Context: an optimization exercise on an open-source flow, tuned for small area, a short achievable clock period and few clock cycles per item. The choices shown serve that exercise and are no tape-out recipe. RTL that was checked went through simulation tests only; none was proved equivalent to the original.

==> inputs of run Y <==
==> flow/design.v (excerpt) <==
module ooo_core (
  input  logic        clk,
  input  logic        rst,
  input  logic        i_valid,
  input  logic [4:0]  i_uop_rd,
  input  logic [4:0]  i_uop_rs1,
  input  logic [4:0]  i_uop_rs2,
  input  logic [2:0]  i_uop_op,
  input  logic        i_uop_use_imm,
  input  logic [31:0] i_uop_imm,
  output logic        o_ready,
  output logic        o_commit_valid,
  output logic [4:0]  o_commit_rd,
  output logic [31:0] o_commit_data
);
==> module ooo_alu, before the edit <==
module ooo_alu (
  input  logic        i_sub,
  input  logic [6:0]  i_sel,
  input  logic [31:0] i_a,
  input  logic [31:0] i_bx,
  input  logic [4:0]  i_shamt,    
  output logic [31:0] o_result
);
  logic [31:0] p, g;
  logic [31:0] gk [6];
  logic [31:0] pk [6];
  logic [31:0] carry;         
  logic [31:0] sum;
  logic        slt;
  assign p = i_a ^ i_bx;
  assign g = i_a & i_bx;
  always_comb begin
    gk[0] = g;
    pk[0] = p;
    gk[0][0] = g[0] | (p[0] & i_sub);
    for (int l = 0; l < 5; l++) begin
      for (int i = 0; i < 32; i++) begin
        if (i >= (1 << l)) begin
          gk[l+1][i] = gk[l][i] | (pk[l][i] & gk[l][i - (1 << l)]);
          pk[l+1][i] = pk[l][i] & pk[l][i - (1 << l)];
        end else begin
          gk[l+1][i] = gk[l][i];
          pk[l+1][i] = pk[l][i];
        end
      end
    end
    carry = {gk[5][30:0], i_sub};
  end
  assign sum = p ^ carry;
  assign slt = (i_a[31] == i_bx[31]) ? i_a[31] : sum[31];
  logic [31:0] sh_in, sh_out, sh_rev;
  always_comb begin
    for (int i = 0; i < 32; i++) sh_in[i] = i_sel[4] ? i_a[31-i] : i_a[i];
  end
  assign sh_out = sh_in >> i_shamt;
  always_comb begin
    for (int i = 0; i < 32; i++) sh_rev[i] = sh_out[31-i];
  end
  assign o_result = ({32{i_sel[0]}} & sum)
                  | ({32{i_sel[1]}} & g)
                  | ({32{i_sel[2]}} & (p | g))
                  | ({32{i_sel[3]}} & p)
                  | ({32{i_sel[4]}} & sh_rev)
                  | ({32{i_sel[5]}} & sh_out)
                  | {31'd0, i_sel[6] & slt};
endmodule
==> module ooo_core, before the edit <==
module ooo_core (
  input  logic        clk,
  input  logic        rst,
  input  logic        i_valid,
  input  logic [4:0]  i_uop_rd,
  input  logic [4:0]  i_uop_rs1,
  input  logic [4:0]  i_uop_rs2,
  input  logic [2:0]  i_uop_op,
  input  logic        i_uop_use_imm,
  input  logic [31:0] i_uop_imm,
  output logic        o_ready,
  output logic        o_commit_valid,
  output logic [4:0]  o_commit_rd,
  output logic [31:0] o_commit_data
);
  assign o_ready = 1'b1;
  logic        i_v;           
  logic        i_w;           
  logic [4:0]  i_rd;
  logic [31:1] i_rsel1;       
  logic [31:1] i_rsel2;
  logic        i_fwd1;        
  logic        i_fwd2;
  logic [2:0]  i_op;
  logic        i_sub;         
  logic        i_imm_sel;
  logic [31:0] i_imm;
  logic        e_v;
  logic        e_w;
  logic [4:0]  e_rd;
  logic        e_sub;
  logic [6:0]  e_sel;
  logic [31:0] e_a;
  logic [31:0] e_bx;          
  logic [4:0]  e_shamt;       
  logic        c_v;
  logic [4:0]  c_rd;
  logic [31:0] c_data;
  logic        o_v;
  logic [4:0]  o_rd;
  logic [31:0] o_data;
  always_ff @(posedge clk) begin
    i_rd      <= i_uop_rd;
    i_op      <= i_uop_op;
    i_sub     <= (i_uop_op == 3'd1) || (i_uop_op == 3'd7);
    i_imm_sel <= i_uop_use_imm;
    i_imm     <= i_uop_imm;
    for (int r = 1; r < 32; r++) begin
      i_rsel1[r] <= (i_uop_rs1 == 5'(r));
      i_rsel2[r] <= (i_uop_rs2 == 5'(r));
    end
    i_fwd1    <= i_w && (i_uop_rs1 == i_rd);
    i_fwd2    <= i_w && (i_uop_rs2 == i_rd);
    if (rst) begin
      i_v <= 1'b0;
      i_w <= 1'b0;
    end else begin
      i_v <= i_valid;
      i_w <= i_valid && (i_uop_rd != 5'd0);
    end
  end
  logic        rst_q;
  always_ff @(posedge clk) rst_q <= rst;
  logic [31:0] rf_a, rf_b, alu_out;
  logic [31:0] fwd_a, fwd_b;
  ooo_regfile regfile_i (
    .clk      (clk),
    .i_clr    (rst_q),
    .i_we     (e_w),
    .i_waddr  (e_rd),
    .i_wdata  (alu_out),
    .i_rsel1  (i_rsel1),
    .i_rsel2  (i_rsel2),
    .o_rdata1 (rf_a),
    .o_rdata2 (rf_b)
  );
  always_comb begin
    if (i_fwd1)         fwd_a = alu_out;
    else                fwd_a = rf_a;
    if (i_imm_sel)      fwd_b = i_imm;
    else if (i_fwd2)    fwd_b = alu_out;
    else                fwd_b = rf_b;
  end
  always_ff @(posedge clk) begin
    e_rd    <= i_rd;
    e_sub   <= i_sub;
    e_sel   <= {i_op == 3'd7, i_op == 3'd6, i_op == 3'd5, i_op == 3'd4,
                i_op == 3'd3, i_op == 3'd2, i_op[2:1] == 2'd0} & {7{i_w}};
    e_a     <= fwd_a;
    e_bx    <= fwd_b ^ {32{i_sub}};
    e_shamt <= fwd_b[4:0];
    if (rst) begin
      e_v <= 1'b0;
      e_w <= 1'b0;
    end else begin
      e_v <= i_v;
      e_w <= i_w;
    end
  end
  ooo_alu alu_i (
    .i_sub    (e_sub),
    .i_sel    (e_sel),
    .i_a      (e_a),
    .i_bx     (e_bx),
    .i_shamt  (e_shamt),
    .o_result (alu_out)
  );
  always_ff @(posedge clk) begin
    c_rd   <= e_rd;
    c_data <= alu_out;
    if (rst) c_v <= 1'b0;
    else     c_v <= e_v;
  end
  always_ff @(posedge clk) begin
    o_rd   <= c_rd;
    o_data <= c_data;
    if (rst) o_v <= 1'b0;
    else     o_v <= c_v;
  end
  assign o_commit_valid = o_v;
  assign o_commit_rd    = o_rd;
  assign o_commit_data  = o_data;
endmodule
==> module ooo_regfile, before the edit <==
module ooo_regfile (
  input  logic        clk,
  input  logic        i_clr,
  input  logic        i_we,
  input  logic [4:0]  i_waddr,
  input  logic [31:0] i_wdata,
  input  logic [31:1] i_rsel1,
  input  logic [31:1] i_rsel2,
  output logic [31:0] o_rdata1,
  output logic [31:0] o_rdata2
);
  logic [31:0] regs [32];
  logic [31:0] wdata;
  assign wdata = i_wdata & {32{~i_clr}};
  always_ff @(posedge clk) begin
    for (int i = 1; i < 32; i++) begin
      if (i_clr || (i_we && i_waddr == 5'(i))) regs[i] <= wdata;
    end
  end
  always_comb begin
    o_rdata1 = '0;
    o_rdata2 = '0;
    for (int i = 1; i < 32; i++) begin
      o_rdata1 = o_rdata1 | (regs[i] & {32{i_rsel1[i]}});
      o_rdata2 = o_rdata2 | (regs[i] & {32{i_rsel2[i]}});
    end
  end
endmodule
Settings: LEC_CHECK=0, CAP_MARGIN=20, CORE_MARGIN=2, CORE_UTILIZATION=45, CTS_CLUSTER_DIAMETER=90, CTS_CLUSTER_SIZE=25, GPL_ROUTABILITY_DRIVEN=1, GPL_TIMING_DRIVEN=1, PLACE_DENSITY=0.6, SLEW_MARGIN=20; clock period 12.0 ns.
standard.sh (not shown) runs the stock make flow with config.mk's settings and CLKGATE_MAP_FILE= SYNTH_SCRIPT=/design/flow/synth_recipe.tcl, a recipe that flattens the netlist after the stock synthesis.
==> flow/flow/run.sh <==
#!/bin/bash
# The standard layout (standard.sh, standard synthesis unchanged) with two
# changes to how the layout is optimised; the constraints are not changed:
#  - the buffer put on every input and output port is buf_4 instead of the
#    delay cell that buffer_ports picks by default.
set -o pipefail
bash standard.sh SETUP_SLACK_MARGIN=8.5 \
  "BUFFER_PORTS_ARGS=-buffer_cell sky130_fd_sc_hd__buf_4" finish > standard.log 2>&1
==> run A: changes against run Y <==
--- a/flow/design.v
+++ b/flow/design.v
@@ -33,7 +33,6 @@
   input  logic [6:0]  i_sel,
   input  logic [31:0] i_a,
   input  logic [31:0] i_bx,
-  input  logic [4:0]  i_shamt,    
   output logic [31:0] o_result
 );
   logic [31:0] p, g;
@@ -67,7 +66,7 @@
   always_comb begin
     for (int i = 0; i < 32; i++) sh_in[i] = i_sel[4] ? i_a[31-i] : i_a[i];
   end
-  assign sh_out = sh_in >> i_shamt;
+  assign sh_out = sh_in >> i_bx[4:0];
   always_comb begin
     for (int i = 0; i < 32; i++) sh_rev[i] = sh_out[31-i];
   end
@@ -114,13 +113,9 @@
   logic [6:0]  e_sel;
   logic [31:0] e_a;
   logic [31:0] e_bx;          
-  logic [4:0]  e_shamt;       
   logic        c_v;
   logic [4:0]  c_rd;
   logic [31:0] c_data;
-  logic        o_v;
-  logic [4:0]  o_rd;
-  logic [31:0] o_data;
   always_ff @(posedge clk) begin
     i_rd      <= i_uop_rd;
     i_op      <= i_uop_op;
@@ -170,7 +165,6 @@
                 i_op == 3'd3, i_op == 3'd2, i_op[2:1] == 2'd0} & {7{i_w}};
     e_a     <= fwd_a;
     e_bx    <= fwd_b ^ {32{i_sub}};
-    e_shamt <= fwd_b[4:0];
     if (rst) begin
       e_v <= 1'b0;
       e_w <= 1'b0;
@@ -184,7 +178,6 @@
     .i_sel    (e_sel),
     .i_a      (e_a),
     .i_bx     (e_bx),
-    .i_shamt  (e_shamt),
     .o_result (alu_out)
   );
   always_ff @(posedge clk) begin
@@ -193,13 +186,7 @@
     if (rst) c_v <= 1'b0;
     else     c_v <= e_v;
   end
-  always_ff @(posedge clk) begin
-    o_rd   <= c_rd;
-    o_data <= c_data;
-    if (rst) o_v <= 1'b0;
-    else     o_v <= c_v;
-  end
-  assign o_commit_valid = o_v;
-  assign o_commit_rd    = o_rd;
-  assign o_commit_data  = o_data;
+  assign o_commit_valid = c_v;
+  assign o_commit_rd    = c_rd;
+  assign o_commit_data  = c_data;
 endmodule
CTS_CLUSTER_DIAMETER = 80   (was 90)
CTS_CLUSTER_SIZE = 20   (was 25)
==> run B: changes against run Y <==
==> flow/design.v (replaced) <==
`timescale 1ns/1ps
module ooo_regfile (
  input  logic        clk,
  input  logic        i_clr,
  input  logic        i_we,
  input  logic [4:0]  i_waddr,
  input  logic [31:0] i_wdata,
  input  logic [4:0]  i_raddr1,
  input  logic [4:0]  i_raddr2,
  output logic [31:0] o_rdata1,
  output logic [31:0] o_rdata2
);
  logic [31:0] regs [32];
  logic [31:0] wdata;
  assign wdata = i_wdata & {32{~i_clr}};
  always_ff @(posedge clk) begin
    for (int i = 1; i < 32; i++) begin
      if (i_clr || (i_we && i_waddr == 5'(i))) regs[i] <= wdata;
    end
  end
  logic [31:0] sel1, sel2;
  always_comb begin
    for (int i = 0; i < 32; i++) begin
      sel1[i] = (i_raddr1 == 5'(i)) && (i != 0);
      sel2[i] = (i_raddr2 == 5'(i)) && (i != 0);
    end
  end
  always_comb begin
    o_rdata1 = '0;
    o_rdata2 = '0;
    for (int i = 1; i < 32; i++) begin
      o_rdata1 = o_rdata1 | (regs[i] & {32{sel1[i]}});
      o_rdata2 = o_rdata2 | (regs[i] & {32{sel2[i]}});
    end
  end
endmodule
`timescale 1ns/1ps
module ooo_alu (
  input  logic        i_sub,
  input  logic [6:0]  i_sel,
  input  logic [31:0] i_a,
  input  logic [31:0] i_b,
  output logic [31:0] o_result
);
  logic [31:0] bx;
  logic [31:0] sum;
  logic        slt;
  assign bx  = i_b ^ {32{i_sub}};
  assign sum = i_a + bx + 32'(i_sub);
  assign slt = (i_a[31] ^ i_b[31]) ? i_a[31] : sum[31];
  assign o_result = ({32{i_sel[0]}} & sum)
                  | ({32{i_sel[1]}} & (i_a & i_b))
                  | ({32{i_sel[2]}} & (i_a | i_b))
                  | ({32{i_sel[3]}} & (i_a ^ i_b))
                  | ({32{i_sel[4]}} & (i_a << i_b[4:0]))
                  | ({32{i_sel[5]}} & (i_a >> i_b[4:0]))
                  | {31'd0, i_sel[6] & slt};
endmodule
`timescale 1ns/1ps
module ooo_core (
  input  logic        clk,
  input  logic        rst,
  input  logic        i_valid,
  input  logic [4:0]  i_uop_rd,
  input  logic [4:0]  i_uop_rs1,
  input  logic [4:0]  i_uop_rs2,
  input  logic [2:0]  i_uop_op,
  input  logic        i_uop_use_imm,
  input  logic [31:0] i_uop_imm,
  output logic        o_ready,
  output logic        o_commit_valid,
  output logic [4:0]  o_commit_rd,
  output logic [31:0] o_commit_data
);
  assign o_ready = 1'b1;
  logic        i_v;
  logic [4:0]  i_rd, i_rs1, i_rs2;
  logic [2:0]  i_op;
  logic        i_imm_sel;
  logic [31:0] i_imm;
  logic        e_v;
  logic [4:0]  e_rd;
  logic        e_sub;
  logic [6:0]  e_sel;
  logic [31:0] e_a, e_b;
  logic        c_v;
  logic [4:0]  c_rd;
  logic [31:0] c_data;
  always_ff @(posedge clk) begin
    i_rd      <= i_uop_rd;
    i_rs1     <= i_uop_rs1;
    i_rs2     <= i_uop_rs2;
    i_op      <= i_uop_op;
    i_imm_sel <= i_uop_use_imm;
    i_imm     <= i_uop_imm;
    if (rst) i_v <= 1'b0;
    else     i_v <= i_valid;
  end
  logic        rst_q;
  always_ff @(posedge clk) rst_q <= rst;
  logic [31:0] rf_a, rf_b, alu_out;
  logic        e_w, c_w;
  logic [31:0] fwd_a, fwd_b;
  assign e_w = e_v && (e_rd != 5'd0);
  assign c_w = c_v && (c_rd != 5'd0);
  ooo_regfile regfile_i (
    .clk      (clk),
    .i_clr    (rst_q),
    .i_we     (c_w),
    .i_waddr  (c_rd),
    .i_wdata  (c_data),
    .i_raddr1 (i_rs1),
    .i_raddr2 (i_rs2),
    .o_rdata1 (rf_a),
    .o_rdata2 (rf_b)
  );
  always_comb begin
    if (e_w && e_rd == i_rs1)      fwd_a = alu_out;
    else if (c_w && c_rd == i_rs1) fwd_a = c_data;
    else                           fwd_a = rf_a;
    if (i_imm_sel)                 fwd_b = i_imm;
    else if (e_w && e_rd == i_rs2) fwd_b = alu_out;
    else if (c_w && c_rd == i_rs2) fwd_b = c_data;
    else                           fwd_b = rf_b;
  end
  always_ff @(posedge clk) begin
    e_rd <= i_rd;
    e_sub <= (i_op == 3'd1) || (i_op == 3'd7);
    e_sel <= {i_op == 3'd7, i_op == 3'd6, i_op == 3'd5, i_op == 3'd4,
              i_op == 3'd3, i_op == 3'd2, i_op[2:1] == 2'd0};
    e_a  <= fwd_a;
    e_b  <= fwd_b;
    if (rst) e_v <= 1'b0;
    else     e_v <= i_v;
  end
  ooo_alu alu_i (
    .i_sub    (e_sub),
    .i_sel    (e_sel),
    .i_a      (e_a),
    .i_b      (e_b),
    .o_result (alu_out)
  );
  always_ff @(posedge clk) begin
    c_rd   <= e_rd;
    c_data <= (e_rd == 5'd0) ? 32'd0 : alu_out;
    if (rst) c_v <= 1'b0;
    else     c_v <= e_v;
  end
  assign o_commit_valid = c_v;
  assign o_commit_rd    = c_rd;
  assign o_commit_data  = c_data;
endmodule
==> flow/run.sh (new file) <==
#!/bin/bash
# synth_recipe.tcl (not shown) runs the flow's synth.tcl, then flattens the netlist and writes it again
# the make line also repeats each setting of config.mk as NAME=value (left out here)
make -C /OpenROAD-flow-scripts/flow DESIGN_CONFIG=/design/flow/config.mk WORK_HOME=/design/flow/orfs CLKGATE_MAP_FILE= SYNTH_SCRIPT=/design/flow/synth_recipe.tcl finish
CORE_UTILIZATION = 25   (was 45)
CTS_CLUSTER_DIAMETER = default   (was 90)
CTS_CLUSTER_SIZE = default   (was 25)
GPL_TIMING_DRIVEN = default   (was 1)
PLACE_DENSITY = 0.35   (was 0.6)
removed: flow/flow/run.sh
removed: flow/standard.sh
==> impl_metrics.env <==
export IMPL_synth_xor_area_share_pct=1.14
export IMPL_status="finished clean"
export IMPL_worstSetupPathType="flop to output port"
export IMPL_slew_headroom_pct=12.9
export IMPL_layout_drive_gt1_share_pct=14.3
The numbers above come from run B.

==> impl_metrics.env <==
export IMPL_dpl_instance_area_mm2=0.0578
export IMPL_status="finished clean"
export IMPL_ys_async_sr_fraction_pct=0
export IMPL_worstSetupPathType="flop to flop"
export IMPL_synth_xor_area_share_pct=0.921
export IMPL_layout_drive_gt1_share_pct=17.6
export IMPL_slew_headroom_pct=11.6
export IMPL_total_power_mw=9.56
export IMPL_swShare_pct=30.4
export IMPL_dp_hpwl_mm=144
The numbers above come from run Y.

==> impl_metrics.env <==
export IMPL_worstSetupPathType="flop to flop"
export IMPL_synth_xor_area_share_pct=0.898
export IMPL_rsz0062_at_grt="true"
export IMPL_total_power_mw=9.74
export IMPL_slew_headroom_pct=15.9
export IMPL_status="finished clean"
export IMPL_layout_drive_gt1_share_pct=18.3
export IMPL_crit_buf_inv=3
The numbers above come from run A.

Testbench counts of run Y, summed over its fixed seeds: cycles 6,432, items 6,400.
Testbench counts of run A, summed over its fixed seeds: cycles 6,424, items 6,400.
Only the layout flow was run in run B; the RTL was not checked for function there.

-- re-timing with driven ports --
Ports are ideal in the flow. The routed layouts listed here were re-timed in OpenROAD. Step 1 (the two cells are an assumption about what drives the block):
set clk [get_ports {clk}]
set_driving_cell -lib_cell sky130_fd_sc_hd__clkbuf_16 $clk
set_driving_cell -lib_cell sky130_fd_sc_hd__buf_2 [delete_from_list [all_inputs] $clk]
Step 2 also shifts input and output timing later by t, the mid clock arrival at the registers, as if the neighbouring blocks saw the same clock. Three values: ideal ports, drivers, drivers and shift; two values: the first two.
| run | shift t [ns] | setup WS [ns] | latest minus earliest clock arrival (ns) |
|---|---|---|---|
| run Y | 0.803 | 8.287 / 8.275 / 8.287 | 0.054 / 0.054 |
| run A | 0.757 | 8.338 / 8.297 / 8.338 | 0.038 / 0.038 |
| run B | 0.893 | 7.131 / 7.037 / 7.165 | 0.034 / 0.035 |
After both steps setup and hold are still met in every run listed.
